This is an optimization exercise on Yosys and OpenROAD, whose aim is small area, a short achievable clock period and few clock cycles per item, not a production implementation. Function was checked by simulation only, so behaviour that the tests miss may differ from the original.

==> flow/design.v <==
module sfp_norm_seq #(
  parameter int COL = 8,
  parameter int BW_PSUM = 20,
  parameter int OUT_SHIFT = 8,
  parameter int SW = BW_PSUM + $clog2(COL),
  parameter int BW_OUT = OUT_SHIFT + 2
) (
  input  logic                      clk,
  input  logic                      reset,
  input  logic                      mode_signed,
  input  logic                      mode_dual,
  input  logic                      in_valid,
  output logic                      in_ready,
  input  logic [COL*BW_PSUM-1:0]    in_row,
  output logic [SW-1:0]             sum_out,
  output logic                      sum_out_valid,
  input  logic [SW:0]               sum_in,
  input  logic                      sum_in_valid,
  output logic                      out_valid,
  input  logic                      out_ready,
  output logic [COL*BW_OUT-1:0]     out_row,
  output logic                      busy
);
  localparam int NS = 7;             
  localparam int RW = 25;            
  logic v0, v1, v2, vo;
  logic [NS:1] vd;
  logic xd1;                         
  logic hold, adv, go1, en1, en0;
  logic dm1;
  logic nv0, nv1, nv2, nvo;
  logic [NS:1] nvd;
  assign hold = vo & ~out_ready;
  assign adv  = ~hold;
  assign go1 = ~dm1 | xd1 | sum_in_valid;
  assign en1 = ~v1 | (adv & go1);
  assign en0 = ~v0 | en1;
  logic ir_e, ir_o, ir_x;
  assign in_ready = ir_e | ((ir_o | out_ready) & (ir_x | sum_in_valid));
  assign out_valid = vo;
  assign nv0 = en0 ? in_valid : v0;
  assign nv1 = en1 ? v0 : v1;
  assign nv2 = adv ? v1 & go1 : v2;
  assign nvd = adv ? {vd[NS-1:1], v2} : vd;
  assign nvo = adv ? vd[NS] : vo;
  always_ff @(posedge clk) begin
    if (reset) begin
      v0 <= 1'b0;
      v1 <= 1'b0;
      v2 <= 1'b0;
      vd <= '0;
      vo <= 1'b0;
      busy <= 1'b0;
    end else begin
      v0 <= nv0;
      v1 <= nv1;
      v2 <= nv2;
      vd <= nvd;
      vo <= nvo;
      busy <= nv0 | nv1 | nv2 | (|nvd) | nvo;
    end
  end
  always_ff @(posedge clk) begin
    if (reset) begin
      ir_e <= 1'b1;
      ir_o <= 1'b1;
    end else begin
      ir_e <= ~nv0 | ~nv1;
      ir_o <= ~nvo;
    end
    ir_x <= ~(en1 ? dm0 : dm1) | (~reset & ~en1 & (xd1 | (v1 & dm1 & sum_in_valid)));
  end
  function automatic logic [22:0] fa_s(input logic [22:0] a, input logic [22:0] b, input logic [22:0] c);
    fa_s = a ^ b ^ c;
  endfunction
  function automatic logic [22:0] fa_c(input logic [22:0] a, input logic [22:0] b, input logic [22:0] c, input logic cin);
    logic [22:0] m;
    m = (a & b) | (a & c) | (b & c);
    fa_c = {m[21:0], cin};
  endfunction
  logic [22:0] y [COL];
  logic [COL-1:0] g;
  logic [BW_PSUM-1:0] a_in [COL];
  logic [COL-1:0] ng_in;
  logic [22:0] l1s0, l1c0, l1s1, l1c1, l1s2, l1c2, l2s0, l2c0, l2s1, l2c1, l3s, l3c, l4s, l4c;
  always_comb begin
    for (int c = 0; c < COL; c++) begin
      g[c] = in_row[c*BW_PSUM + BW_PSUM-1];
      y[c] = {4'b0, in_row[c*BW_PSUM +: BW_PSUM-1] ^ {(BW_PSUM-1){g[c]}}};
      a_in[c] = g[c] ? -in_row[c*BW_PSUM +: BW_PSUM] : in_row[c*BW_PSUM +: BW_PSUM];
      ng_in[c] = g[c] & mode_signed;
    end
    l1s0 = fa_s(y[0], y[1], y[2]);          l1c0 = fa_c(y[0], y[1], y[2], g[1]);
    l1s1 = fa_s(y[3], y[4], y[5]);          l1c1 = fa_c(y[3], y[4], y[5], g[2]);
    l1s2 = fa_s(y[6], y[7], {22'b0, g[0]}); l1c2 = fa_c(y[6], y[7], {22'b0, g[0]}, g[3]);
    l2s0 = fa_s(l1s0, l1c0, l1s1);          l2c0 = fa_c(l1s0, l1c0, l1s1, g[4]);
    l2s1 = fa_s(l1c1, l1s2, l1c2);          l2c1 = fa_c(l1c1, l1s2, l1c2, g[5]);
    l3s  = fa_s(l2s0, l2c0, l2s1);          l3c  = fa_c(l2s0, l2c0, l2s1, g[6]);
    l4s  = fa_s(l3s, l3c, l2c1);            l4c  = fa_c(l3s, l3c, l2c1, g[7]);
  end
  logic [BW_PSUM-1:0] a0 [COL];
  logic [COL-1:0] ng0;
  logic dm0;
  logic [COL-1:0] nz0;
  logic [22:0] cs0, cc0;
  always_ff @(posedge clk) begin
    if (en0) begin
      for (int c = 0; c < COL; c++) a0[c] <= a_in[c];
      ng0 <= ng_in;
      dm0 <= mode_dual;
      for (int c = 0; c < COL; c++) nz0[c] <= |in_row[c*BW_PSUM +: BW_PSUM];
      cs0 <= l4s;
      cc0 <= l4c;
    end
  end
  logic [BW_PSUM-1:0] a1 [COL];
  logic [COL-1:0] ng1;
  logic [COL-1:0] nz1;
  logic [SW-1:0] s1;
  logic [SW:0] p1;
  always_ff @(posedge clk) begin
    if (reset) xd1 <= 1'b0;
    else if (en1) xd1 <= 1'b0;
    else if (v1 && dm1 && !xd1 && sum_in_valid) xd1 <= 1'b1;
    if (en1) begin
      for (int c = 0; c < COL; c++) a1[c] <= a0[c];
      ng1 <= ng0;
      dm1 <= dm0;
      nz1 <= nz0;
      s1 <= cs0 + cc0;
    end
    if (!xd1) p1 <= sum_in;
  end
  assign sum_out = s1;
  assign sum_out_valid = v1 & dm1 & ~xd1;
  logic [BW_PSUM-1:0] a4 [COL];
  logic [COL-1:0] ng4;
  logic [SW:0] d4, psel, dsum;
  logic [COL-1:0] nz4;
  logic pz4;
  assign psel = dm1 ? (xd1 ? p1 : sum_in) : '0;
  assign dsum = {1'b0, s1} + psel;
  always_ff @(posedge clk) begin
    if (adv) begin
      for (int c = 0; c < COL; c++) a4[c] <= a1[c];
      ng4 <= ng1;
      d4 <= {dsum[SW:1], dsum[0] | (~|nz1 & (psel == '0))};
      nz4 <= nz1;
      pz4 <= psel == '0;
    end
  end
  logic [RW-1:0] r [NS+1][COL];
  logic [SW:0] dd [NS+1];
  logic [COL-1:0] ngd [NS+1];
  logic [COL-1:0] q8 [NS+1];
  logic [NS-1:0] qb [NS+1][COL];    
  logic [RW-1:0] rn [NS+1][COL];
  function automatic logic [RW-1:0] bk_add(input logic [RW-1:0] x, input logic [RW-1:0] y, input logic ci);
    logic [RW-1:0] p, gg, pp;
    logic [RW:0] carry;
    p = x ^ y;
    gg = x & y;
    pp = p;
    for (int l = 1; l < RW; l = l * 2)
      for (int i = 2*l-1; i < RW; i += 2*l) begin
        gg[i] = gg[i] | (pp[i] & gg[i-l]);
        pp[i] = pp[i] & pp[i-l];
      end
    for (int l = 8; l >= 1; l = l / 2)
      for (int i = 3*l-1; i < RW; i += 2*l) begin
        gg[i] = gg[i] | (pp[i] & gg[i-l]);
        pp[i] = pp[i] & pp[i-l];
      end
    carry[0] = ci;
    for (int i = 0; i < RW; i++) carry[i+1] = gg[i] | (pp[i] & ci);
    bk_add = p ^ carry[RW-1:0];
  endfunction
  function automatic logic [RW-1:0] nr_step(input logic [RW-1:0] rr, input logic qbit, input logic [SW:0] dv);
    logic slo, shi;
    slo = ~rr[RW-1];
    shi = qbit;
    nr_step = bk_add({rr[RW-2:0], 1'b0}, {shi, dv[SW:12] ^ {(SW-11){shi}}, dv[11:0] ^ {12{slo}}}, slo);
  endfunction
  always_comb begin
    for (int c = 0; c < COL; c++) begin
      rn[0][c] = bk_add({4'b0, a4[c], 1'b0}, ~{1'b0, d4}, 1'b1);
      for (int j = 1; j <= NS; j++) rn[j][c] = nr_step(r[j][c], qb[j][c][j-1], dd[j]);
    end
  end
  always_ff @(posedge clk) begin
    if (adv) begin
      dd[1] <= d4;
      ngd[1] <= ng4;
      for (int c = 0; c < COL; c++) begin
        r[1][c] <= rn[0][c];
        q8[1][c] <= nz4[c] & ~|(nz4 & ~(COL'(1) << c)) & pz4;
        qb[1][c] <= '0;
        qb[1][c][0] <= ~rn[0][c][RW-1];
      end
      for (int j = 2; j <= NS; j++) begin
        dd[j] <= dd[j-1];
        ngd[j] <= ngd[j-1];
        q8[j] <= q8[j-1];
        for (int c = 0; c < COL; c++) begin
          r[j][c] <= rn[j-1][c];
          qb[j][c] <= qb[j-1][c];
          qb[j][c][j-1] <= ~rn[j-1][c][RW-1];
        end
      end
    end
  end
  logic [COL*BW_OUT-1:0] row_fin;
  logic [BW_OUT-2:0] hh, nh;
  logic b0;
  always_comb begin
    hh = '0;
    nh = '0;
    b0 = 1'b0;
    for (int c = 0; c < COL; c++) begin
      hh = '0;
      for (int k = 0; k < NS; k++) hh[6-k] = qb[NS][c][k];
      nh = -hh;
      b0 = ~rn[NS][c][RW-1];
      if (q8[NS][c]) row_fin[c*BW_OUT +: BW_OUT] = ngd[NS][c] ? 10'h300 : 10'h100;
      else if (!ngd[NS][c]) row_fin[c*BW_OUT +: BW_OUT] = {hh, b0};
      else row_fin[c*BW_OUT +: BW_OUT] = b0 ? {~hh, 1'b1} : {nh, 1'b0};
    end
  end
  always_ff @(posedge clk) begin
    if (adv) out_row <= row_fin;
  end
endmodule
==> flow/run.sh <==
#!/bin/bash
# synth_recipe.tcl (not shown) runs the flow's synth.tcl, then flattens the netlist and writes it again
# the make line also repeats each setting of config.mk as NAME=value (left out here)
make -C /OpenROAD-flow-scripts/flow DESIGN_CONFIG=/design/flow/config.mk WORK_HOME=/design/flow/orfs CLKGATE_MAP_FILE= SYNTH_SCRIPT=/design/flow/synth_recipe.tcl finish
==> flow/config.mk <==
export PLATFORM = sky130hd
export DESIGN_NAME = sfp_norm_seq
export DESIGN_NICKNAME = sfp_norm_seq
export VERILOG_FILES = /design/flow/design.v
export SDC_FILE = /design/flow/constraint.sdc
export NUM_CORES = 4
export LEC_CHECK = 0
export ABC_AREA = 1
export CAP_MARGIN = 20
export CORE_MARGIN = 2
export CORE_UTILIZATION = 60
export CTS_BUF_LIST = sky130_fd_sc_hd__clkbuf_8 sky130_fd_sc_hd__clkbuf_16
export CTS_CLUSTER_DIAMETER = 60
export CTS_CLUSTER_SIZE = 30
export PLACE_DENSITY = 0.68
export SETUP_SLACK_MARGIN = 2.8
export SLEW_MARGIN = 20
==> flow/constraint.sdc <==
create_clock -name core_clock -period 6.0 [get_ports {clk}]
set_input_delay 1.2000 -clock core_clock [delete_from_list [all_inputs] [get_ports {clk}]]
set_output_delay 1.2000 -clock core_clock [all_outputs]
set_load 0.01 [all_outputs]
==> impl_metrics.csv, run 1 <==
group,metric,value,unit
status,status,"finished clean",
setup_path,timing.reg2reg.setup_slack,2780,ps
sta,relSlewSlack,0.281,
worst_hold_path,hold_end,"qb[35][1]",
yosys,synth_simple_gate_area_frac,0.133,
flow_run,max-cap-violations,0,
setup_path,timing.critical_path.fanout_max,6,
drt,vias_per_cell,5.43,
yosys,synth_warnings,12,
placement,preCtsSetupSlack,1030,ps
yosys,postSynthRegisterBits,2637,
setup_path,worst_ep_arrival_time,4030,ps
clock_tree,cts_hold_repair.buffers,0,
setup_path,worst_ep_required_time,6820,ps
yosys,post_synth_xor_area_fraction,0.148,
die,floorplan.core_area,0.274,mm2
sta,fmaxAchievable,311,MHz
global_routing,first_global_vias,109000,
layout,post_layout_nonfiller_instances,20900,
layout,finalInstanceArea,0.188,mm2
worst_hold_path,min_delay_path_depth,0,
clock_tree,maximum_number_of_buffers_from_clock_root_to_sink,4,
layout,final_util,0.689,
sta,setup_tns,0,ps
sta,period_needed,3220,ps
global_routing,antenna_found_initial,21,
sta,grt_setup_unrepaired,"true",
placement,buffer_ports.inserted,297,
clock_tree,clock_insertion_delay_worst_skew,970,ps
yosys,postSynthNetCount,18200,
sta,layout_worst_path_cycle_share,0.536,
drt,drt-pass1-iter-count,8,
global_routing,globalRouteTotalUtil,0.346,
yosys,yosys.area_share.adder,0.136,
die,rows,192,
yosys,syn_avg_cell_area,10.1,um2
sta,timing.final.max_slew_violations,0,
drt,remaining_drc_errors,0,
setup_path,regToRegEndpoint,"r[27][23]",
drt,dr_total_vias,113000,
clock_tree,cts.htree.levels,4,
global_routing,grt_start_max_net_pins,179,
sta,final_hold_viol_count,0,
clock_tree,cts_root_buffer,"sky130_fd_sc_hd__clkbuf_16",
yosys,part_of_the_yosys_area_used_for_sequential_elements,0.477,
sta,tightest_pin_transition,1080,ps
die,initial_core_util,0.603,
clock_tree,worst_setup_hold_path_clk_slew,100,ps
clock_tree,clock_tree_from_tritoncts,"yes",
yosys,syn_area,0.165,mm2
yosys,syn-instance-count,16300,
setup_path,worst_setup_start_kind,"flip-flop",
setup_path,worstSetupPathType,"reg2reg",
placement,placed_cell_area,0.172,mm2
sta,setup_viol,0,
placement,finalWeightedCongestion,1.01,
yosys,post_synth_num_cell_types,56,
sta,finalWorstSetupSlack,2780,ps
drt,wirelength,492000,um
setup_path,worst_setup_end_kind,"flip-flop",
yosys,synth_top_family_by_area,"XOR/XNOR gates",
sta,worst_hold_slack,382,ps
global_routing,grt_pass1_wl,701000,um
setup_path,reg2regPathDepth,15,
setup_path,reg2reg_from,"r[19][24]",
global_routing,grt_overflow_total,0,
die,die_area,0.279,mm2
layout,post_route_cells_drive_above_1_share,0.100,
drt,wire_per_inst,23.6,um
placement,post-place-cells,19900,
die,chipWidth,529,um
layout,final_nets,19000,
yosys,synth.area.mux_share,0.000667,
placement,estimated_wirelength_of_the_detail_placed_design,385000,um
die,die-height,529,um
drt,ant_nets,0,
sta,final.setup_skew,72.5,ps
die,i_o_pin_total,298,
yosys,synth_compound_gate_area_share,0.0537,
clock_tree,cts_sinks,2637,
worst_hold_path,startpoint_of_the_worst_hold_path,"qb[27][1]",
drt,drt_first_iter_violations,8201,
layout,area_delta_synth_final,14.2,%
worst_hold_path,hold_path_class,"reg2reg",
clock_tree,tritoncts.num_buffers,205,
timing repair:
item | CTS | global route
pin swaps | 47 | 114
cloned | 0 | 14
buffers inserted | 389 | 188
gates resized for setup | 340 | 462
setup endpoints to repair | 1032 | 443
cell usage in the layout, fill, tap and decap left out, drive strengths merged, types with 88 or more instances in the layout:
master,n
a21oi,1067
inv,1864
xor2,1590
dlygate4sd2,88
o21ai,179
nand4,112
o21bai,165
clkdlybuf4s50,138
nand2,3359
nor2,986
buf,729
ha,1592
fa,127
edfxtp,2596
nand3,733
clkbuf,224
xnor2,1197
Yosys cell counts (all sizes together):
master / n / share of area
a211oi: 50 / 0.0023
a21boi: 2 / 0.000091
a21o: 36 / 0.0016
a21oi: 1067 / 0.032
a221oi: 1 / 0.000053
a22oi: 1 / 0.000045
a31o: 8 / 0.00042
a31oi: 14 / 0.00053
a32oi: 1 / 0.000053
a41oi: 1 / 0.000053
and2: 2 / 0.000076
and3: 1 / 0.000038
buf: 205 / 0.0058
clkbuf: 237 / 0.0054
clkinv: 7 / 0.00016
dfxtp: 41 / 0.0050
edfxtp: 2596 / 0.47
fa: 127 / 0.015
ha: 1592 / 0.12
inv: 1786 / 0.041
mux2i: 11 / 0.00067
nand2: 3358 / 0.076
nand3: 733 / 0.023
nand3b: 11 / 0.00050
nand4: 112 / 0.0042
nor2: 986 / 0.023
nor3: 73 / 0.0025
nor3b: 7 / 0.00032
nor4: 18 / 0.00076
nor4b: 1 / 0.000053
o2111ai: 2 / 0.00011
o211ai: 4 / 0.00018
o21a: 12 / 0.00055
o21ai: 179 / 0.0057
o21bai: 165 / 0.0085
o22ai: 1 / 0.000038
o31ai: 24 / 0.0011
or2: 28 / 0.0011
xnor2: 1197 / 0.064
xor2: 1590 / 0.084
routing by layer:
metal,GRT usage,share of wire
met5,0,0.00028
met4,0.272,0.098
met3,0.0399,0.046
met2,0.597,0.49
met1,0.391,0.37
logic make-up after synthesis:
family | Yosys count
adder cells (fa/ha/maj) | 1719
AND/OR/NAND/NOR | 5330
AO/OA/AOI/OAI | 1568
buffers and inverters | 2235
XOR/XNOR | 2787
flip-flops | 2637
multiplexers | 11
worst max path at each step:
| stage | start | end | depth (start not counted) | slack [ps] |
|---|---|---|---|---|
| after detailed placement | in_row[39] | cs0[18] | 9 | 1030 |
| final | r[19][24] | r[27][23] | 15 | 2780 |
| after floorplan | out_ready | busy | 7 | -1740 |
| after CTS | d4[11] | r[13][24] | 12 | 2770 |
| after global routing | qb[59][6] | out_row[34] | 13 | 2730 |
| after global placement | in_row[39] | cs0[18] | 9 | 1040 |
layout make-up:
class / instances / area [um2]
diodes: 16 / 40.0
clock buffers: 208 / 5200
clock inverters: 173 / 2270
fillers: 21100 / 85100
inverters: 1793 / 6870
multi-input cells: 11400 / 79900
flip-flops and latches: 2637 / 78800
well taps: 3589 / 4490
repair buffers: 1032 / 10900
flip-flops by register name (all words and copies together) (netlist names), 7 cells and up:
register	flops
dd	167
a1	160
out_row	80
d4	24
ngd	56
q8	56
nz0	8
nz4	8
cs0	21
p1	24
a4	160
ng4	8
s1	23
vd	7
a0	160
qb	224
ng1	8
r	1393
ng0	8
nz1	8
cc0	22
worst max-delay path: stages (launching register included):
cell                       delay, ps
sky130_fd_sc_hd__edfxtp_1        430
sky130_fd_sc_hd__buf_12          180
sky130_fd_sc_hd__buf_12          150
sky130_fd_sc_hd__xnor2_1         120
sky130_fd_sc_hd__ha_1            360
sky130_fd_sc_hd__nand2_1          80
sky130_fd_sc_hd__nor2_2          140
sky130_fd_sc_hd__inv_2            50
sky130_fd_sc_hd__nor2_4          250
sky130_fd_sc_hd__nand4_1         440
sky130_fd_sc_hd__nand3_2         290
sky130_fd_sc_hd__nand2_2          70
sky130_fd_sc_hd__nand2_2          90
sky130_fd_sc_hd__buf_4           130
sky130_fd_sc_hd__nand2_1          70
sky130_fd_sc_hd__a21oi_2         180
Testbench counts, summed over its fixed seeds: cycles 1,368, rows 1,280.
==> run 2, diff against run 1 <==
--- a/flow/config.mk
+++ b/flow/config.mk
@@ -12,6 +12,5 @@
 export CTS_BUF_LIST = sky130_fd_sc_hd__clkbuf_8 sky130_fd_sc_hd__clkbuf_16
 export CTS_CLUSTER_DIAMETER = 60
 export CTS_CLUSTER_SIZE = 30
-export PLACE_DENSITY = 0.68
 export SETUP_SLACK_MARGIN = 2.8
 export SLEW_MARGIN = 20
==> run 2 against run 1 <==
Critical path depth increased by 4. Clock skew decreased by 14 ps. Global-route usage increased by 0.26 points. Area after synthesis unchanged. Maximum frequency decreased by 3.1%. Non-clock buffer count increased by 46. First-iteration DRC count increased by 0.66%. Highest routed layer unchanged. Worst setup slack got worse by 100 ps. Sequential cell count unchanged. Still clean.
==> impl_metrics.csv, run 2 <==
group,metric,value,unit
worst_hold_path,hold_path_class,"reg2reg",
drt,dr_total_vias,113000,
yosys,synth_simple_gate_area_frac,0.133,
setup_path,path_delay_family,"simple AND/OR/NAND/NOR gates",
flow_run,max-cap-violations,0,
setup_path,slowest_cell_on_the_critical_path,"sky130_fd_sc_hd__edfxtp_1",
status,status,"finished clean",
global_routing,globalRouteTotalUtil,0.349,
global_routing,antenna_found_initial,26,
placement,post-place-cells,19900,
drt,wirelength,494000,um
yosys,part_of_the_yosys_area_used_for_sequential_elements,0.477,
global_routing,grt_pass1_wl,704000,um
sta,worst_hold_slack,376,ps
setup_path,worst_setup_start_kind,"flip-flop",
layout,largest_register_ffs,1393,
drt,wire_per_inst,23.6,um
yosys,post_synth_num_cell_types,56,
clock_tree,cts_root_buffer,"sky130_fd_sc_hd__clkbuf_16",
yosys,yosysTopAreaCellShare,0.472,
sta,tightest_pin_transition,1070,ps
layout,post_route_cells_drive_above_1_share,0.103,
setup_path,worst_ep_required_time,6680,ps
clock_tree,tritoncts.num_buffers,204,
layout,area_delta_synth_final,14.2,%
setup_path,worstSetupPathType,"reg2reg",
yosys,syn-instance-count,16300,
yosys,synth.area.mux_share,0.000667,
yosys,postSynthRegisterBits,2637,
drt,vias_per_cell,5.41,
sta,relSlewSlack,0.287,
die,die_area,0.279,mm2
yosys,yosys.cell_count.top_type,"sky130_fd_sc_hd__nand2_1",
sta,layout_worst_path_cycle_share,0.553,
die,floorplan.core_area,0.274,mm2
sta,final_hold_viol_count,0,
die,chipWidth,529,um
die,i_o_pin_total,298,
sta,timing.final.max_slew_violations,0,
yosys,syn_area,0.165,mm2
setup_path,worstPathCellList,"buf_6, buf_12, xnor2_1, ha_1, buf_4, nand2_1, nand2_1, a21oi_1, nand2_4, nand2_1, nand2_2, nand2_1, nand3_2, nand2_2, nand2_4, nand2_4, nand2_4, nand2_2, nand2_4",
yosys,synth_warnings,12,
sta,fmaxAchievable,301,MHz
yosys,synth_async_sr_flop_share,0,
yosys,synthDominantAreaCellType,"sky130_fd_sc_hd__edfxtp_1",
setup_path,worst_setup_end_kind,"flip-flop",
sta,period_needed,3320,ps
yosys,synth_edf_count,2596,
yosys,synth_top_cells_by_count,"sky130_fd_sc_hd__nand2_1 (3,353), sky130_fd_sc_hd__edfxtp_1 (2,596), sky130_fd_sc_hd__inv_1 (1,782), sky130_fd_sc_hd__ha_1 (1,592), sky130_fd_sc_hd__xor2_1 (1,590)",
yosys,syn_avg_cell_area,10.1,um2
clock_tree,clock_insertion_delay_worst_skew,970,ps
placement,buffer_ports.inserted,297,
yosys,synth_top_family_by_area,"XOR/XNOR gates",
sta,grt_setup_unrepaired,"true",
clock_tree,cts.htree.levels,4,
die,die-height,529,um
yosys,top_cells_by_area_in_the_synthesized_netlist,"sky130_fd_sc_hd__edfxtp_1 (47%), sky130_fd_sc_hd__ha_1 (12%), sky130_fd_sc_hd__xor2_1 (8.4%), sky130_fd_sc_hd__nand2_1 (7.6%), sky130_fd_sc_hd__xnor2_1 (6.4%)",
die,initial_core_util,0.603,
yosys,synthFlopType,"sky130_fd_sc_hd__edfxtp_1",
layout,ff_latch_area,0.0788,mm2
layout,largest_registers_ranked_by_flip_flop_count,"r x1393, qb x224, dd x167",
placement,estimated_wirelength_of_the_detail_placed_design,385000,um
layout,final_util,0.689,
placement,finalWeightedCongestion,1.02,
layout,final.fill_count,20900,
setup_path,timing.critical_path.fanout_max,7,
setup_path,worstPathBufferInverterCount,3,
sta,setup_viol,0,
setup_path,critical_path.max_stage_delay,440,ps
drt,ant_nets,0,
clock_tree,maximum_number_of_buffers_from_clock_root_to_sink,4,
setup_path,cpMostUsedCell,"sky130_fd_sc_hd__nand2_4",
layout,post_layout_nonfiller_instances,20900,
drt,drt_first_iter_violations,8255,
yosys,post_synth_xor_area_fraction,0.148,
yosys,yosys.area_share.adder,0.136,
layout,top_register,"r",
layout,final_nets,19000,
drt,remaining_drc_errors,0,
global_routing,grt_start_max_net_pins,180,
drt,drt-pass1-iter-count,8,
die,rows,192,
layout,multi_input_combinational_cell_area,0.0800,mm2
clock_tree,cts_sinks,2637,
yosys,postSynthNetCount,18200,
global_routing,grt_overflow_total,0,
setup_path,worst_ep_arrival_time,4000,ps
yosys,synth_compound_gate_area_share,0.0537,
clock_tree,clock_tree_from_tritoncts,"yes",
sta,final.setup_skew,58.8,ps
clock_tree,worst_setup_hold_path_clk_slew,90,ps
layout,layout_common_cells,"sky130_fd_sc_hd__nand2_1 (3,220), sky130_fd_sc_hd__edfxtp_1 (2,596), sky130_fd_sc_hd__inv_1 (1,752)",
layout,layout.cells.most_common,"sky130_fd_sc_hd__nand2_1",
global_routing,first_global_vias,108000,
[run 2: worst register-to-register path: cells and delay by family, from the launching register on]
kind | cells | cell delay (ps)
AO/OA/AOI/OAI | 1 | 220
AND/OR/NAND/NOR | 13 | 1390
buffers and inverters | 3 | 440
flip-flops | 1 | 440
XOR/XNOR | 1 | 190
adder cells (fa/ha/maj) | 1 | 340
[run 2: per-stage QoR]
step	setup TNS (ps)	setup WS [ps]	cell area, um2
detailed placement	0	1000	172000
floorplan	-2514680	-1740	165000
finish	0	2680	189000
CTS	0	2710	185000
global placement	0	968	172000
global route	0	2640	189000
[run 2: final cells by class]
class,count,share of cell area
flip-flops and latches,2637,0.418
inverters,1793,0.0364
multi-input cells,11400,0.424
diodes,13,0.000173
repair buffers,1078,0.0587
clock inverters,169,0.0114
clock buffers,207,0.0275
well taps,3589,0.0238
[run 2: layer usage]
layer,vias up,wire (um),GRT usage
met5,-,147,0
met4,24,51700,0.290
met3,1270,23400,0.0401
met2,3346,237000,0.598
met1,52600,182000,0.391
li1,55900,-,-
[run 2: worst paths after layout]
kind,slack [ps],start,cells past startpoint,end
worst max-delay path,2680,r[11][24],19,r[19][24]
worst min-delay path,380,a1[7][9],0,a4[7][9]
worst max register to register,2680,r[11][24],19,r[19][24]
worst min register to register,380,a1[7][9],0,a4[7][9]
[run 2: logic make-up (layout without fill, tap and decap cells)]
logic type | Yosys count | in the layout
AOI/OAI and AO/OA | 1568 | 1568
xor gates and xnor gates | 2787 | 2787
adders and majority gates | 1719 | 1719
buffers and inverters | 2235 | 3247
DFF | 2637 | 2637
muxes | 11 | 11
other | 0 | 13
and+or+nand+nor | 5330 | 5334
[run 2: repair_timing]
action                     in CTS  in global routing
hold buffers                    0                  0
pin swaps                      37                129
gates cloned                    1                 11
gates resized for setup       352                428
setup buffers                 435                194
setup endpoints to repair     918                480
==> run 3, diff against run 2 <==
--- a/flow/config.mk
+++ b/flow/config.mk
@@ -12,5 +12,6 @@
 export CTS_BUF_LIST = sky130_fd_sc_hd__clkbuf_8 sky130_fd_sc_hd__clkbuf_16
 export CTS_CLUSTER_DIAMETER = 60
 export CTS_CLUSTER_SIZE = 30
+export PLACE_DENSITY = 0.85
 export SETUP_SLACK_MARGIN = 2.8
 export SLEW_MARGIN = 20
==> run 3 against run 2 <==
Critical path type unchanged. Count of clock-buffer cells in the layout shrank 11. Critical path depth fell by 4. Non-clock buffer count fell by 84. Largest cell class unchanged. Register-to-register slack lost 20 ps. Worst setup slack lost 15 ps. Sequential cell count stayed put. Still clean on timing, DRC and antenna. Highest routed layer unchanged. Hold slack improved by 21 ps. Maximum frequency down 0.46%. Clock skew rose by 31 ps. Synthesized cell count stayed put.
==> impl_metrics.csv, run 3 <==
group,metric,value,unit
yosys,synth_simple_gate_area_frac,0.133,
setup_path,critical_path.max_stage_delay,420,ps
yosys,synth.area.mux_share,0.000667,
yosys,synth_warnings,12,
drt,dr_total_vias,116000,
yosys,part_of_the_yosys_area_used_for_sequential_elements,0.477,
setup_path,reg2regPathDepth,15,
yosys,synth_async_sr_flop_share,0,
layout,layout_common_cells,"sky130_fd_sc_hd__nand2_1 (3,252), sky130_fd_sc_hd__edfxtp_1 (2,596), sky130_fd_sc_hd__inv_1 (1,752)",
drt,drt-pass1-iter-count,8,
worst_hold_path,min_delay_path_depth,0,
global_routing,grt_start_max_net_pins,189,
setup_path,worst_ep_arrival_time,4050,ps
yosys,post_synth_xor_area_fraction,0.148,
worst_hold_path,hold_path_class,"reg2reg",
drt,wirelength,495000,um
yosys,yosysTopAreaCellShare,0.472,
setup_path,path_delay_family,"simple AND/OR/NAND/NOR gates",
placement,preCtsSetupSlack,1400,ps
yosys,postSynthRegisterBits,2637,
die,chipWidth,529,um
setup_path,timing.reg2reg.setup_slack,2660,ps
layout,largest_register_ffs,1393,
clock_tree,cts_sinks,2637,
setup_path,slowest_cell_on_the_critical_path,"sky130_fd_sc_hd__edfxtp_1",
clock_tree,cts_hold_repair.buffers,0,
die,die_area,0.279,mm2
drt,route.top_layer_used,"met5",
clock_tree,maximum_number_of_buffers_from_clock_root_to_sink,4,
die,i_o_pin_total,298,
yosys,post_synth_num_cell_types,56,
yosys,yosys.cell_count.top_type,"sky130_fd_sc_hd__nand2_1",
clock_tree,tritoncts.num_buffers,195,
flow_run,max-cap-violations,0,
layout,post_route_cells_drive_above_1_share,0.0945,
yosys,syn-instance-count,16300,
layout,multi_input_combinational_cell_area,0.0797,mm2
global_routing,grt_pass1_wl,706000,um
die,die-height,529,um
setup_path,worst_ep_required_time,6710,ps
yosys,top_cells_by_area_in_the_synthesized_netlist,"sky130_fd_sc_hd__edfxtp_1 (47%), sky130_fd_sc_hd__ha_1 (12%), sky130_fd_sc_hd__xor2_1 (8.4%), sky130_fd_sc_hd__nand2_1 (7.6%), sky130_fd_sc_hd__xnor2_1 (6.4%)",
setup_path,worstPathCellList,"buf_12, buf_4, xnor2_1, ha_1, nand2_1, nor2_1, inv_1, nor2_4, nand2_1, nor2_1, nor2_1, o21ai_1, nand2_1, nand2_1, xor2_1",
layout,post_layout_nonfiller_instances,20800,
yosys,synth_top_cells_by_count,"sky130_fd_sc_hd__nand2_1 (3,353), sky130_fd_sc_hd__edfxtp_1 (2,596), sky130_fd_sc_hd__inv_1 (1,782), sky130_fd_sc_hd__ha_1 (1,592), sky130_fd_sc_hd__xor2_1 (1,590)",
sta,layout_worst_path_cycle_share,0.556,
setup_path,cpMostUsedCell,"sky130_fd_sc_hd__nand2_1",
setup_path,timing.critical_path.fanout_max,7,
layout,largest_registers_ranked_by_flip_flop_count,"r x1393, qb x224, dd x167",
die,rows,192,
global_routing,antenna_found_initial,11,
yosys,synth_edf_count,2596,
sta,timing.final.max_slew_violations,0,
yosys,synth_compound_gate_area_share,0.0537,
setup_path,worstSetupPathType,"reg2reg",
drt,remaining_drc_errors,0,
drt,wire_per_inst,23.8,um
placement,finalWeightedCongestion,1.03,
setup_path,regToRegEndpoint,"r[39][19]",
drt,drt_first_iter_violations,10300,
setup_path,worst_setup_end_kind,"flip-flop",
sta,fmaxAchievable,300,MHz
sta,final_hold_viol_count,0,
drt,ant_nets,0,
layout,final.fill_count,19800,
yosys,synth_top_family_by_area,"XOR/XNOR gates",
global_routing,first_global_vias,112000,
placement,estimated_wirelength_of_the_detail_placed_design,382000,um
drt,vias_per_cell,5.60,
yosys,syn_area,0.165,mm2
sta,tightest_pin_transition,1120,ps
sta,grt_setup_unrepaired,"true",
drt,met2_wirelength,235000,um
sta,finalWorstSetupSlack,2660,ps
clock_tree,clock_insertion_delay_worst_skew,950,ps
sta,setup_tns,0,ps
drt,wl_on_met1,176000,um
die,floorplan.core_area,0.274,mm2
sta,worst_hold_slack,398,ps
clock_tree,cts.htree.levels,4,
layout,ff_latch_area,0.0788,mm2
worst_hold_path,hold_end,"ngd[7][2]",
layout,final_nets,18900,
clock_tree,clock_tree_from_tritoncts,"yes",
layout,area_delta_synth_final,13.3,%
clock_tree,cts_root_buffer,"sky130_fd_sc_hd__clkbuf_16",
setup_path,worst_setup_start_kind,"flip-flop",
worst_hold_path,startpoint_of_the_worst_hold_path,"ngd[6][2]",
sta,period_needed,3340,ps
yosys,synthDominantAreaCellType,"sky130_fd_sc_hd__edfxtp_1",
placement,buffer_ports.inserted,297,
global_routing,grt_overflow_total,0,
die,initial_core_util,0.603,
layout,top_register,"r",
global_routing,globalRouteTotalUtil,0.346,
status,status,"finished clean",
placement,post-place-cells,19900,
setup_path,reg2reg_from,"r[31][24]",
yosys,syn_avg_cell_area,10.1,um2
sta,relSlewSlack,0.254,
sta,setup_viol,0,
setup_path,worstPathBufferInverterCount,3,
layout,layout.cells.most_common,"sky130_fd_sc_hd__nand2_1",
sta,final.setup_skew,89.9,ps
drt,wl_met3,29300,um
yosys,postSynthNetCount,18200,
clock_tree,worst_setup_hold_path_clk_slew,100,ps
yosys,synthFlopType,"sky130_fd_sc_hd__edfxtp_1",
yosys,yosys.area_share.adder,0.136,
run 3: cell count changes in the layout (fill, tap and decap cells not counted), moves of 10 or more:
cell and change:
sky130_fd_sc_hd__dlygate4sd2_1 +21, sky130_fd_sc_hd__clkinv_8 -13, sky130_fd_sc_hd__buf_4 -68, sky130_fd_sc_hd__nand2_1 +32
sky130_fd_sc_hd__buf_12 -22, sky130_fd_sc_hd__nand2_2 -25, sky130_fd_sc_hd__dlymetal6s2s_1 -12, sky130_fd_sc_hd__nand3_4 -14
sky130_fd_sc_hd__clkbuf_16 -10
run 3: how the worst max path moves through the flow:
stage	from	end	cells after the start
final	r[31][24]	r[39][19]	15
after global routing	r[31][24]	r[39][19]	15
after CTS	in_row[19]	cs0[18]	9
after detailed placement	in_row[39]	cs0[18]	9
after global placement	in_row[39]	cs0[18]	9
after floorplan	out_ready	busy	7
run 3: worst register-to-register path: stages, from the launching register on:
cell and delay, ps:
sky130_fd_sc_hd__edfxtp_1 420, sky130_fd_sc_hd__buf_12 170, sky130_fd_sc_hd__buf_4 190, sky130_fd_sc_hd__xnor2_1 150, sky130_fd_sc_hd__ha_1 380, sky130_fd_sc_hd__nand2_1 90
sky130_fd_sc_hd__nor2_1 150, sky130_fd_sc_hd__inv_1 90, sky130_fd_sc_hd__nor2_4 210, sky130_fd_sc_hd__nand2_1 80, sky130_fd_sc_hd__nor2_1 260, sky130_fd_sc_hd__nor2_1 150
sky130_fd_sc_hd__o21ai_1 240, sky130_fd_sc_hd__nand2_1 90, sky130_fd_sc_hd__nand2_1 100, sky130_fd_sc_hd__xor2_1 370
run 3: kinds of logic after synthesis:
group           after synthesis
simple gates               5330
compound gates             1568
buf+inv                    2235
fa+ha+maj                  1719
mux                          11
xor+xnor                   2787
flops                      2637
run 3: cell type report:
| class | count | area share |
|---|---|---|
| inverter | 1793 | 0.0366 |
| clock buffer | 196 | 0.0262 |
| timing repair buffer | 994 | 0.0547 |
| sequential | 2637 | 0.421 |
| antenna | 7 | 0.0000937 |
| clock inverter | 152 | 0.0106 |
| tap | 3589 | 0.0240 |
| multi-input combinational | 11400 | 0.426 |
run 3: metal layers:
layer  up-vias  global-route usage
li1      55700                   -
met1     54600               0.390
met2      4751               0.580
met3      1484              0.0400
met4         6               0.306
met5         -                   0
run 3: metrics by stage:
step,utilization,cell area [um2]
detailed placement,0.628,172000
CTS,0.668,183000
finish,0.683,187000
global route,0.683,187000
global placement,0.628,172000
floorplan,-,165000
run 3: what timing repair did:
item	CTS	global route
setup endpoints to repair	1588	400
gates resized for setup	352	418
pin swaps	46	113
setup buffers	303	247
gates cloned	1	9
==> run 4, diff against run 3 <==
--- a/flow/config.mk
+++ b/flow/config.mk
@@ -12,6 +12,6 @@
 export CTS_BUF_LIST = sky130_fd_sc_hd__clkbuf_8 sky130_fd_sc_hd__clkbuf_16
 export CTS_CLUSTER_DIAMETER = 60
 export CTS_CLUSTER_SIZE = 30
-export PLACE_DENSITY = 0.85
+export PLACE_DENSITY = 0.75
 export SETUP_SLACK_MARGIN = 2.8
 export SLEW_MARGIN = 20
==> run 4 against run 3 <==
Still clean. Via count fell by 2.0%. First-iteration DRC count down 10%. Synthesized cell count is the same. Register-to-register slack improved by 100 ps. Area after synthesis did not move. Worst setup slack improved by 100 ps. Hold slack gained 14 ps. Final cell count shrank 0.15%. Sequential share of layout area fell by 0.14 points.
==> impl_metrics.csv, run 4 <==
group,metric,value,unit
status,status,"finished clean",
clock_tree,cts_root_buffer,"sky130_fd_sc_hd__clkbuf_16",
clock_tree,worst_setup_hold_path_clk_slew,100,ps
sta,timing.final.max_slew_violations,0,
layout,largest_register_ffs,1393,
sta,period_needed,3240,ps
setup_path,worst_setup_start_kind,"flip-flop",
die,i_o_pin_total,298,
yosys,syn-instance-count,16300,
global_routing,grt_overflow_total,0,
clock_tree,clock_tree_from_tritoncts,"yes",
setup_path,worst_ep_required_time,6700,ps
drt,drt_first_iter_violations,9288,
yosys,part_of_the_yosys_area_used_for_sequential_elements,0.477,
setup_path,reg2reg_from,"dd[3][16]",
drt,drt-pass1-iter-count,6,
clock_tree,clock_insertion_delay_worst_skew,990,ps
yosys,synth_top_cells_by_count,"sky130_fd_sc_hd__nand2_1 (3,353), sky130_fd_sc_hd__edfxtp_1 (2,596), sky130_fd_sc_hd__inv_1 (1,782), sky130_fd_sc_hd__ha_1 (1,592), sky130_fd_sc_hd__xor2_1 (1,590)",
drt,wirelength,489000,um
yosys,yosysTopAreaCellShare,0.472,
yosys,syn_avg_cell_area,10.1,um2
worst_hold_path,hold_path_class,"reg2reg",
sta,final_hold_viol_count,0,
setup_path,worstSetupPathType,"reg2reg",
placement,estimated_wirelength_of_the_detail_placed_design,381000,um
layout,layout_common_cells,"sky130_fd_sc_hd__nand2_1 (3,239), sky130_fd_sc_hd__edfxtp_1 (2,596), sky130_fd_sc_hd__inv_1 (1,746)",
yosys,synthDominantAreaCellType,"sky130_fd_sc_hd__edfxtp_1",
sta,fmaxAchievable,309,MHz
layout,final_nets,18900,
setup_path,worst_setup_end_kind,"flip-flop",
yosys,postSynthRegisterBits,2637,
layout,post_route_cells_drive_above_1_share,0.0942,
yosys,yosys.cell_count.top_type,"sky130_fd_sc_hd__nand2_1",
placement,finalWeightedCongestion,1.03,
drt,ant_nets,0,
die,rows,192,
clock_tree,cts_sinks,2637,
clock_tree,maximum_number_of_buffers_from_clock_root_to_sink,4,
layout,largest_registers_ranked_by_flip_flop_count,"r x1393, qb x224, dd x167",
layout,layout.cells.most_common,"sky130_fd_sc_hd__nand2_1",
global_routing,antenna_found_initial,26,
yosys,syn_area,0.165,mm2
clock_tree,cts.htree.levels,4,
drt,dr_total_vias,114000,
yosys,post_synth_num_cell_types,56,
yosys,synth_warnings,12,
global_routing,globalRouteTotalUtil,0.345,
sta,setup_tns,0,ps
die,floorplan.core_area,0.274,mm2
layout,final.fill_count,20500,
placement,buffer_ports.inserted,297,
layout,final_util,0.686,
sta,tightest_pin_transition,1160,ps
drt,remaining_drc_errors,0,
placement,post-place-cells,19900,
die,initial_core_util,0.603,
yosys,postSynthNetCount,18200,
worst_hold_path,startpoint_of_the_worst_hold_path,"ngd[1][0]",
yosys,synthFlopType,"sky130_fd_sc_hd__edfxtp_1",
yosys,top_cells_by_area_in_the_synthesized_netlist,"sky130_fd_sc_hd__edfxtp_1 (47%), sky130_fd_sc_hd__ha_1 (12%), sky130_fd_sc_hd__xor2_1 (8.4%), sky130_fd_sc_hd__nand2_1 (7.6%), sky130_fd_sc_hd__xnor2_1 (6.4%)",
layout,post_layout_nonfiller_instances,20800,
global_routing,first_global_vias,109000,
drt,wire_per_inst,23.6,um
sta,final.setup_skew,76.4,ps
yosys,synth_edf_count,2596,
setup_path,timing.critical_path.fanout_max,9,
die,chipWidth,529,um
setup_path,timing.critical_path.from,"dd[3][16]",
sta,layout_worst_path_cycle_share,0.539,
yosys,synth_async_sr_flop_share,0,
global_routing,grt_pass1_wl,702000,um
layout,area_delta_synth_final,13.6,%
flow_run,max-cap-violations,0,
layout,top_register,"r",
sta,relSlewSlack,0.226,
die,die_area,0.279,mm2
die,die-height,529,um
sta,grt_setup_unrepaired,"true",
setup_path,worst_ep_arrival_time,3940,ps
sta,setup_viol,0,
global_routing,grt_start_max_net_pins,192,
clock_tree,tritoncts.num_buffers,199,
drt,vias_per_cell,5.50,
clock_tree,cts_hold_repair.buffers,0,
==> run 4: final timing paths <==
check / end / slack, ps / depth (start not counted)
worst max-delay path: r[37][23] / 2760 / 11
worst min-delay path: ngd[2][0] / 410 / 0
worst max register to register: r[37][23] / 2760 / 11
worst min register to register: ngd[2][0] / 410 / 0
==> run 4: repair_timing <==
item / in CTS / in global routing
setup endpoints to repair: 1242 / 724
gates cloned: 0 / 6
pin swaps: 47 / 114
setup buffers: 339 / 161
gates resized for setup: 321 / 450
==> run 4: cell families (layout without fill, tap and decap cells) <==
kind of cell               after synthesis  in the layout  synth area share
muxes                                   11             11          0.000667
AOI/OAI and AO/OA                     1568           1568            0.0537
and+or+nand+nor                       5330           5331             0.133
other                                    0             10                 0
adders and majority gates             1719           1719             0.136
xor gates and xnor gates              2787           2787             0.148
DFF                                   2637           2637             0.477
buffers and inverters                 2235           3100            0.0519
==> run 4: layer usage <==
metal / global-route usage / routed length [um] / vias to the layer above
li1: - / - / 55600
met1: 0.391 / 178000 / 53400
met2: 0.577 / 232000 / 3778
met3: 0.0459 / 26300 / 1302
met4: 0.298 / 51500 / 30
met5: 0 / 193 / -
==> run 4: worst max-delay path: stages (launching register included) <==
cell and delay, ps:
sky130_fd_sc_hd__edfxtp_1 650, sky130_fd_sc_hd__xor2_1 260, sky130_fd_sc_hd__ha_1 350, sky130_fd_sc_hd__nand2_1 90, sky130_fd_sc_hd__nor2_1 450, sky130_fd_sc_hd__nand4_1 440, sky130_fd_sc_hd__nand3_2 290, sky130_fd_sc_hd__nand2_1 70
sky130_fd_sc_hd__nand2_1 130, sky130_fd_sc_hd__nand2_1 120, sky130_fd_sc_hd__nand2_1 80, sky130_fd_sc_hd__a21oi_1 60
==> run 4: final cells by class <==
cell class	instances	area, um2	share of cell area
Timing Repair Buffer	940	9980	0.0532
Clock buffer	203	5080	0.0271
Tap cell	3589	4490	0.0239
Antenna cell	10	25.0	0.000133
Inverter	1793	6880	0.0367
Multi-Input combinational cell	11400	79900	0.426
Clock inverter	164	2410	0.0129
Sequential cell	2637	78800	0.420
==> run 4: metrics by stage <==
| stage | instance area, um2 | hold WS [ps] | setup WS [ps] |
|---|---|---|---|
| 2_1_floorplan | 165000 | 400 | -1740 |
| 3_3_place_gp | 172000 | 400 | 1510 |
| 3_5_place_dp | 172000 | 405 | 1550 |
| 4_1_cts | 184000 | 404 | 2780 |
| 5_1_grt | 188000 | 412 | 2720 |
| 6_report | 188000 | 411 | 2760 |
==> run 5, diff against run 4 <==
--- a/flow/config.mk
+++ b/flow/config.mk
@@ -6,12 +6,11 @@
 export NUM_CORES = 4
 export LEC_CHECK = 0
 export ABC_AREA = 1
-export CAP_MARGIN = 20
+export CAP_MARGIN = 5
 export CORE_MARGIN = 2
 export CORE_UTILIZATION = 60
 export CTS_BUF_LIST = sky130_fd_sc_hd__clkbuf_8 sky130_fd_sc_hd__clkbuf_16
 export CTS_CLUSTER_DIAMETER = 60
 export CTS_CLUSTER_SIZE = 30
-export PLACE_DENSITY = 0.75
 export SETUP_SLACK_MARGIN = 2.8
-export SLEW_MARGIN = 20
+export SLEW_MARGIN = 5
==> run 5 against run 4 <==
Critical path depth rose by 8. Design area rose by 0.51%. Core utilization is 0.35 points higher. Hold slack lost 35 ps. Final cell count increased by 0.74%. Count of clock-buffer cells in the layout is 4 higher.
==> impl_metrics.csv, run 5 <==
group,metric,value,unit
status,status,"finished clean",
yosys,syn_area,0.165,mm2
clock_tree,worst_setup_hold_path_clk_slew,90,ps
worst_hold_path,hold_path_class,"reg2reg",
yosys,synth_warnings,12,
layout,finalInstanceArea,0.189,mm2
placement,buffer_ports.inserted,297,
die,rows,192,
layout,final_nets,19000,
sta,final.setup_skew,58.8,ps
clock_tree,maximum_number_of_buffers_from_clock_root_to_sink,4,
yosys,synthDominantAreaCellType,"sky130_fd_sc_hd__edfxtp_1",
layout,area_delta_synth_final,14.2,%
placement,estimated_wirelength_of_the_detail_placed_design,385000,um
die,die-height,529,um
drt,dr_total_vias,113000,
sta,relSlewSlack,0.287,
layout,top_register,"r",
yosys,part_of_the_yosys_area_used_for_sequential_elements,0.477,
drt,vias_per_cell,5.41,
global_routing,grt_pass1_wl,704000,um
die,initial_core_util,0.603,
yosys,yosys.cell_count.top_type,"sky130_fd_sc_hd__nand2_1",
sta,fmaxAchievable,301,MHz
drt,wirelength,494000,um
yosys,yosysTopAreaCellShare,0.472,
layout,largest_register_ffs,1393,
placement,finalWeightedCongestion,1.02,
setup_path,worst_setup_end_kind,"flip-flop",
flow_run,max-cap-violations,0,
yosys,synth_top_cells_by_count,"sky130_fd_sc_hd__nand2_1 (3,353), sky130_fd_sc_hd__edfxtp_1 (2,596), sky130_fd_sc_hd__inv_1 (1,782), sky130_fd_sc_hd__ha_1 (1,592), sky130_fd_sc_hd__xor2_1 (1,590)",
drt,wire_per_inst,23.6,um
setup_path,worst_ep_required_time,6680,ps
die,die_area,0.279,mm2
yosys,syn-instance-count,16300,
yosys,postSynthNetCount,18200,
setup_path,timing.critical_path.fanout_max,7,
sta,tightest_pin_transition,1070,ps
global_routing,globalRouteTotalUtil,0.349,
sta,timing.final.max_slew_violations,0,
global_routing,first_global_vias,108000,
die,chipWidth,529,um
placement,placed_cell_area,0.172,mm2
clock_tree,clock_insertion_delay_worst_skew,970,ps
sta,final_hold_viol_count,0,
layout,post_route_cells_drive_above_1_share,0.103,
layout,layout_common_cells,"sky130_fd_sc_hd__nand2_1 (3,220), sky130_fd_sc_hd__edfxtp_1 (2,596), sky130_fd_sc_hd__inv_1 (1,752)",
layout,layout.cells.most_common,"sky130_fd_sc_hd__nand2_1",
setup_path,worstSetupPathType,"reg2reg",
yosys,top_cells_by_area_in_the_synthesized_netlist,"sky130_fd_sc_hd__edfxtp_1 (47%), sky130_fd_sc_hd__ha_1 (12%), sky130_fd_sc_hd__xor2_1 (8.4%), sky130_fd_sc_hd__nand2_1 (7.6%), sky130_fd_sc_hd__xnor2_1 (6.4%)",
clock_tree,cts_sinks,2637,
yosys,syn_avg_cell_area,10.1,um2
clock_tree,clock_tree_from_tritoncts,"yes",
die,floorplan.core_area,0.274,mm2
setup_path,worst_ep_arrival_time,4000,ps
clock_tree,tritoncts.num_buffers,204,
die,i_o_pin_total,298,
sta,setup_viol,0,
drt,remaining_drc_errors,0,
yosys,synthFlopType,"sky130_fd_sc_hd__edfxtp_1",
sta,period_needed,3320,ps
clock_tree,cts.htree.levels,4,
sta,grt_setup_unrepaired,"true",
drt,drt_first_iter_violations,8255,
global_routing,grt_start_max_net_pins,180,
yosys,postSynthRegisterBits,2637,
sta,layout_worst_path_cycle_share,0.553,
drt,drt-pass1-iter-count,8,
yosys,synth_async_sr_flop_share,0,
global_routing,antenna_found_initial,26,
yosys,synth_edf_count,2596,
setup_path,worst_setup_start_kind,"flip-flop",
layout,largest_registers_ranked_by_flip_flop_count,"r x1393, qb x224, dd x167",
clock_tree,cts_root_buffer,"sky130_fd_sc_hd__clkbuf_16",
global_routing,grt_overflow_total,0,
drt,ant_nets,0,
yosys,post_synth_num_cell_types,56,
[run 5: cell counts after synthesis]
No cell type changed its count.
[run 5: path summary, 6_finish.rpt]
check / start / end / slack (ps) / cells after the start
max: r[11][24] / r[19][24] / 2680 / 19
min: a1[7][9] / a4[7][9] / 380 / 0
max reg2reg: r[11][24] / r[19][24] / 2680 / 19
min reg2reg: a1[7][9] / a4[7][9] / 380 / 0
[run 5: kinds of logic after synthesis]
| family | after synthesis | synth area share |
|---|---|---|
| and+or+nand+nor | 5330 | 0.133 |
| xor gates and xnor gates | 2787 | 0.148 |
| DFF | 2637 | 0.477 |
| buffers and inverters | 2235 | 0.0519 |
| adders and majority gates | 1719 | 0.136 |
| AOI/OAI and AO/OA | 1568 | 0.0537 |
| muxes | 11 | 0.000667 |
[run 5: stage by stage]
step | util | TNS [ps] | cells | hold WS (ps) | setup WS [ps]
2_1_floorplan | - | -2514680 | 16300 | 400 | -1740
3_3_place_gp | 0.628 | 0 | 19900 | 400 | 968
3_5_place_dp | 0.628 | 0 | 19900 | 405 | 1000
4_1_cts | 0.676 | 0 | 20700 | 375 | 2710
5_1_grt | 0.689 | 0 | 20900 | 382 | 2640
6_report | 0.689 | 0 | 20900 | 376 | 2680
[run 5: area by class of cell]
cell class,instances,area (um2)
Tap cell,3589,4490
Multi-Input combinational cell,11400,80000
Timing Repair Buffer,1078,11100
Clock buffer,207,5180
Antenna cell,13,32.5
Inverter,1793,6860
Sequential cell,2637,78800
Clock inverter,169,2140
Fill cell,20900,85100
[run 5: what timing repair did]
item,CTS,global route
hold buffers,0,0
setup buffers,435,194
endpoints found under the setup margin,918,480
gates resized for setup,352,428
pin swaps,37,129
cloned,1,11
[run 5: worst max-delay path, cell delays in order (launching register included)]
cell and delay, ps:
sky130_fd_sc_hd__edfxtp_1 440, sky130_fd_sc_hd__buf_6 150, sky130_fd_sc_hd__buf_12 140, sky130_fd_sc_hd__xnor2_1 160
sky130_fd_sc_hd__ha_1 340, sky130_fd_sc_hd__buf_4 150, sky130_fd_sc_hd__nand2_1 60, sky130_fd_sc_hd__nand2_1 70
sky130_fd_sc_hd__a21oi_1 220, sky130_fd_sc_hd__nand2_4 160, sky130_fd_sc_hd__nand2_1 110, sky130_fd_sc_hd__nand2_2 110
sky130_fd_sc_hd__nand2_1 110, sky130_fd_sc_hd__nand3_2 160, sky130_fd_sc_hd__nand2_2 150, sky130_fd_sc_hd__nand2_4 70
sky130_fd_sc_hd__nand2_4 110, sky130_fd_sc_hd__nand2_4 60, sky130_fd_sc_hd__nand2_2 90, sky130_fd_sc_hd__nand2_4 120
[run 5: per-layer routing]
| layer | up-vias | track usage | part of all wire |
|---|---|---|---|
| met5 | - | 0 | 0.00030 |
| met2 | 3346 | 0.598 | 0.48 |
| met3 | 1270 | 0.0401 | 0.047 |
| met1 | 52600 | 0.391 | 0.37 |
| li1 | 55900 | - | - |
| met4 | 24 | 0.290 | 0.10 |
==> run 6, diff against run 5 <==
--- a/flow/config.mk
+++ b/flow/config.mk
@@ -6,11 +6,12 @@
 export NUM_CORES = 4
 export LEC_CHECK = 0
 export ABC_AREA = 1
-export CAP_MARGIN = 5
+export CAP_MARGIN = 20
 export CORE_MARGIN = 2
-export CORE_UTILIZATION = 60
+export CORE_UTILIZATION = 50
 export CTS_BUF_LIST = sky130_fd_sc_hd__clkbuf_8 sky130_fd_sc_hd__clkbuf_16
 export CTS_CLUSTER_DIAMETER = 60
 export CTS_CLUSTER_SIZE = 30
+export PLACE_DENSITY = 0.8
 export SETUP_SLACK_MARGIN = 2.8
-export SLEW_MARGIN = 5
+export SLEW_MARGIN = 20
==> run 6 against run 5 <==
Final cell count is 2.6% higher. Non-clock buffer count is 174 lower. Maximum frequency is 3.7% higher. Die area is 20% higher. Sequential cell count stayed put. Hold slack better by 7.5 ps. Area after synthesis stayed put.
==> impl_metrics.csv, run 6 <==
group,metric,value,unit
setup_path,worst_setup_start_kind,"flip-flop",
drt,wirelength,475000,um
global_routing,antenna_found_initial,47,
clock_tree,tritoncts.num_buffers,185,
yosys,synthDominantAreaCellType,"sky130_fd_sc_hd__edfxtp_1",
sta,relSlewSlack,0.296,
yosys,synth_edf_count,2596,
sta,setup_tns,0,ps
global_routing,use_met3,0.0379,
setup_path,critical_path.max_stage_delay,380,ps
layout,area_delta_synth_final,13.0,%
setup_path,worstSetupPathType,"reg2reg",
drt,drt-pass1-iter-count,8,
clock_tree,cts.htree.levels,4,
layout,multi_input_combinational_cell_area,0.0794,mm2
global_routing,gr-max-usage-layer,"met2",
layout,final.fill_count,26800,
clock_tree,cts_hold_repair.buffers,0,
global_routing,first_global_vias,109000,
layout,final_util,0.569,
yosys,post_synth_num_cell_types,56,
sta,tightest_pin_transition,1060,ps
die,initial_core_util,0.503,
drt,drt_first_iter_violations,9984,
setup_path,worstPathCellList,"buf_4, buf_4, xnor2_1, ha_1, inv_1, nor2_1, nand3_1, nor2_4, buf_12, nand4_1, nand3_2, nand2_1, nand2_1, nand2_2, nand3_1, nand2_2",
layout,ff_latch_area,0.0788,mm2
yosys,postSynthRegisterBits,2637,
sta,worst_hold_slack,384,ps
placement,estimated_wirelength_of_the_detail_placed_design,371000,um
sta,fmaxAchievable,312,MHz
yosys,part_of_the_yosys_area_used_for_sequential_elements,0.477,
setup_path,timing.critical_path.fanout_max,10,
layout,layout.cells.most_common,"sky130_fd_sc_hd__nand2_1",
die,floorplan.core_area,0.328,mm2
drt,remaining_drc_errors,0,
global_routing,grt_pass1_wl,685000,um
yosys,synth_warnings,12,
yosys,synth_async_sr_flop_share,0,
placement,buffer_ports.inserted,297,
flow_run,max-cap-violations,0,
sta,layout_worst_path_cycle_share,0.534,
yosys,syn_area,0.165,mm2
setup_path,worst_ep_required_time,6640,ps
die,die-height,579,um
global_routing,globalRouteTotalUtil,0.277,
yosys,top_cells_by_area_in_the_synthesized_netlist,"sky130_fd_sc_hd__edfxtp_1 (47%), sky130_fd_sc_hd__ha_1 (12%), sky130_fd_sc_hd__xor2_1 (8.4%), sky130_fd_sc_hd__nand2_1 (7.6%), sky130_fd_sc_hd__xnor2_1 (6.4%)",
yosys,synthFlopType,"sky130_fd_sc_hd__edfxtp_1",
layout,largest_registers_ranked_by_flip_flop_count,"r x1393, qb x224, dd x167",
clock_tree,cts_sinks,2637,
global_routing,grt_overflow_total,0,
yosys,yosysTopAreaCellShare,0.472,
drt,vias_per_cell,5.36,
status,status,"finished clean",
setup_path,worst_ep_arrival_time,3840,ps
sta,final.setup_skew,83.8,ps
clock_tree,maximum_number_of_buffers_from_clock_root_to_sink,4,
clock_tree,clock_tree_from_tritoncts,"yes",
drt,dr_total_vias,115000,
setup_path,worst_setup_end_kind,"flip-flop",
sta,grt_setup_unrepaired,"true",
sta,final_hold_viol_count,0,
layout,final_nets,18800,
die,rows,210,
setup_path,slowest_cell_on_the_critical_path,"sky130_fd_sc_hd__edfxtp_1",
sta,period_needed,3200,ps
sta,setup_viol,0,
drt,wire_per_inst,22.1,um
layout,top_register,"r",
drt,ant_nets,0,
die,i_o_pin_total,298,
global_routing,use_met1,0.330,
layout,post_route_cells_drive_above_1_share,0.0845,
yosys,yosys.cell_count.top_type,"sky130_fd_sc_hd__nand2_1",
die,die_area,0.335,mm2
placement,finalWeightedCongestion,1.01,
layout,largest_register_ffs,1393,
clock_tree,clock_insertion_delay_worst_skew,940,ps
clock_tree,cts_root_buffer,"sky130_fd_sc_hd__clkbuf_16",
layout,layout_common_cells,"sky130_fd_sc_hd__nand2_1 (3,288), sky130_fd_sc_hd__edfxtp_1 (2,596), sky130_fd_sc_hd__inv_1 (1,754)",
global_routing,grt_start_max_net_pins,170,
yosys,synth_top_cells_by_count,"sky130_fd_sc_hd__nand2_1 (3,353), sky130_fd_sc_hd__edfxtp_1 (2,596), sky130_fd_sc_hd__inv_1 (1,782), sky130_fd_sc_hd__ha_1 (1,592), sky130_fd_sc_hd__xor2_1 (1,590)",
worst_hold_path,hold_path_class,"reg2reg",
yosys,postSynthNetCount,18200,
global_routing,grt.met2_usage,0.463,
clock_tree,worst_setup_hold_path_clk_slew,110,ps
yosys,syn_avg_cell_area,10.1,um2
sta,timing.final.max_slew_violations,0,
yosys,syn-instance-count,16300,
die,chipWidth,579,um
[run 6: changes by cell type in the layout (fill, tap and decap cells not counted), sizes merged]
cell           delta
buf             -173
bufinv            +3
clkbuf           -21
clkdlybuf4s15     +3
clkdlybuf4s50     -8
clkinv           -12
clkinvlp          -2
diode             +7
dlygate4sd2      +12
dlymetal6s2s      -7
inv              -12
nand2             -2
nand3             -2
[run 6: worst paths after layout]
path	cells past startpoint	startpoint	endpoint	slack (ps)
worst min register to register	0	q8[5][4]	q8[6][4]	380
worst max-delay path	16	r[28][24]	r[36][24]	2800
worst max register to register	16	r[28][24]	r[36][24]	2800
worst min-delay path	0	q8[5][4]	q8[6][4]	380
[run 6: final cells by class]
cell class              count  area share
multi-input cells       11400       0.426
clock buffers             187      0.0251
well taps                4346      0.0291
diodes                     20    0.000268
inverters                1793      0.0367
repair buffers            904      0.0496
clock inverters           146      0.0114
flip-flops and latches   2637       0.422
[run 6: per-stage QoR]
| step | area [um2] | setup WS [ps] | cells |
|---|---|---|---|
| 6_report | 187000 | 2800 | 21400 |
| 3_3_place_gp | 173000 | 1050 | 20600 |
| 2_1_floorplan | 165000 | -1740 | 16300 |
| 3_5_place_dp | 173000 | 1050 | 20600 |
| 4_1_cts | 183000 | 2760 | 21200 |
| 5_1_grt | 187000 | 2710 | 21400 |
[run 6: cells by family after synthesis]
| logic type | synth area share |
|---|---|
| xor+xnor | 0.148 |
| buf+inv | 0.0519 |
| flops | 0.477 |
| compound gates | 0.0537 |
| mux | 0.000667 |
| fa+ha+maj | 0.136 |
| simple gates | 0.133 |
[run 6: repair_timing]
item / 4_1_cts / 5_1_grt
buffers inserted: 274 / 194
endpoints found under the setup margin: 918 / 387
hold endpoints to repair: 0 / 0
cloned: 0 / 7
resized for setup: 290 / 369
pin swaps: 35 / 69
[run 6: routing by layer]
layer  up-vias  wire length [um]
met3      1211             30400
li1      55500                 -
met2      4166            222000
met5         -               343
met1     54100            181000
met4        54             41100
[run 6: critical path, delay by kind of cell, from the launching register on]
family	cells	cell delay, ps
and+or+nand+nor	10	1420
xor gates and xnor gates	1	150
DFF	1	380
buffers and inverters	4	620
adders and majority gates	1	330

-- port drivers added, routing unchanged --
The results above use ideal ports. As a check the final layouts listed here were re-extracted and re-timed, cells and wires unchanged. Step 1 assumes that a clkbuf_16 drives the clock port and a buf_2 every other input. Step 2, shift: input delay + t, output delay - t, t = (earliest + latest rising clock arrival at the registers) / 2. This alone moves slack from input paths to output paths. a / b / c = ideal ports / drivers / drivers and shift; a / b = the first two.
run | t (ns) | setup slack, ns | worst hold slack (ns)
run 1 | 1.020 | 2.783 / 2.725 / 1.750 | 0.382 / 0.382 / 0.382
run 2 | 1.043 | 2.680 / 2.680 / 1.792 | 0.376 / 0.376 / 0.376
run 3 | 1.011 | 2.665 / 2.665 / 1.834 | 0.398 / 0.398 / 0.398
run 4 | 1.042 | 2.765 / 2.729 / 1.848 | 0.411 / 0.411 / 0.411
run 5 | 1.043 | 2.680 / 2.680 / 1.792 | 0.376 / 0.376 / 0.376
run 6 | 0.995 | 2.798 / 2.739 / 1.869 | 0.384 / 0.384 / 0.384
After both steps setup and hold are still met in every run listed. The setup slack of run 1, which loses most, moves by -0.058 ns with the drivers and by -1.033 ns with both steps.
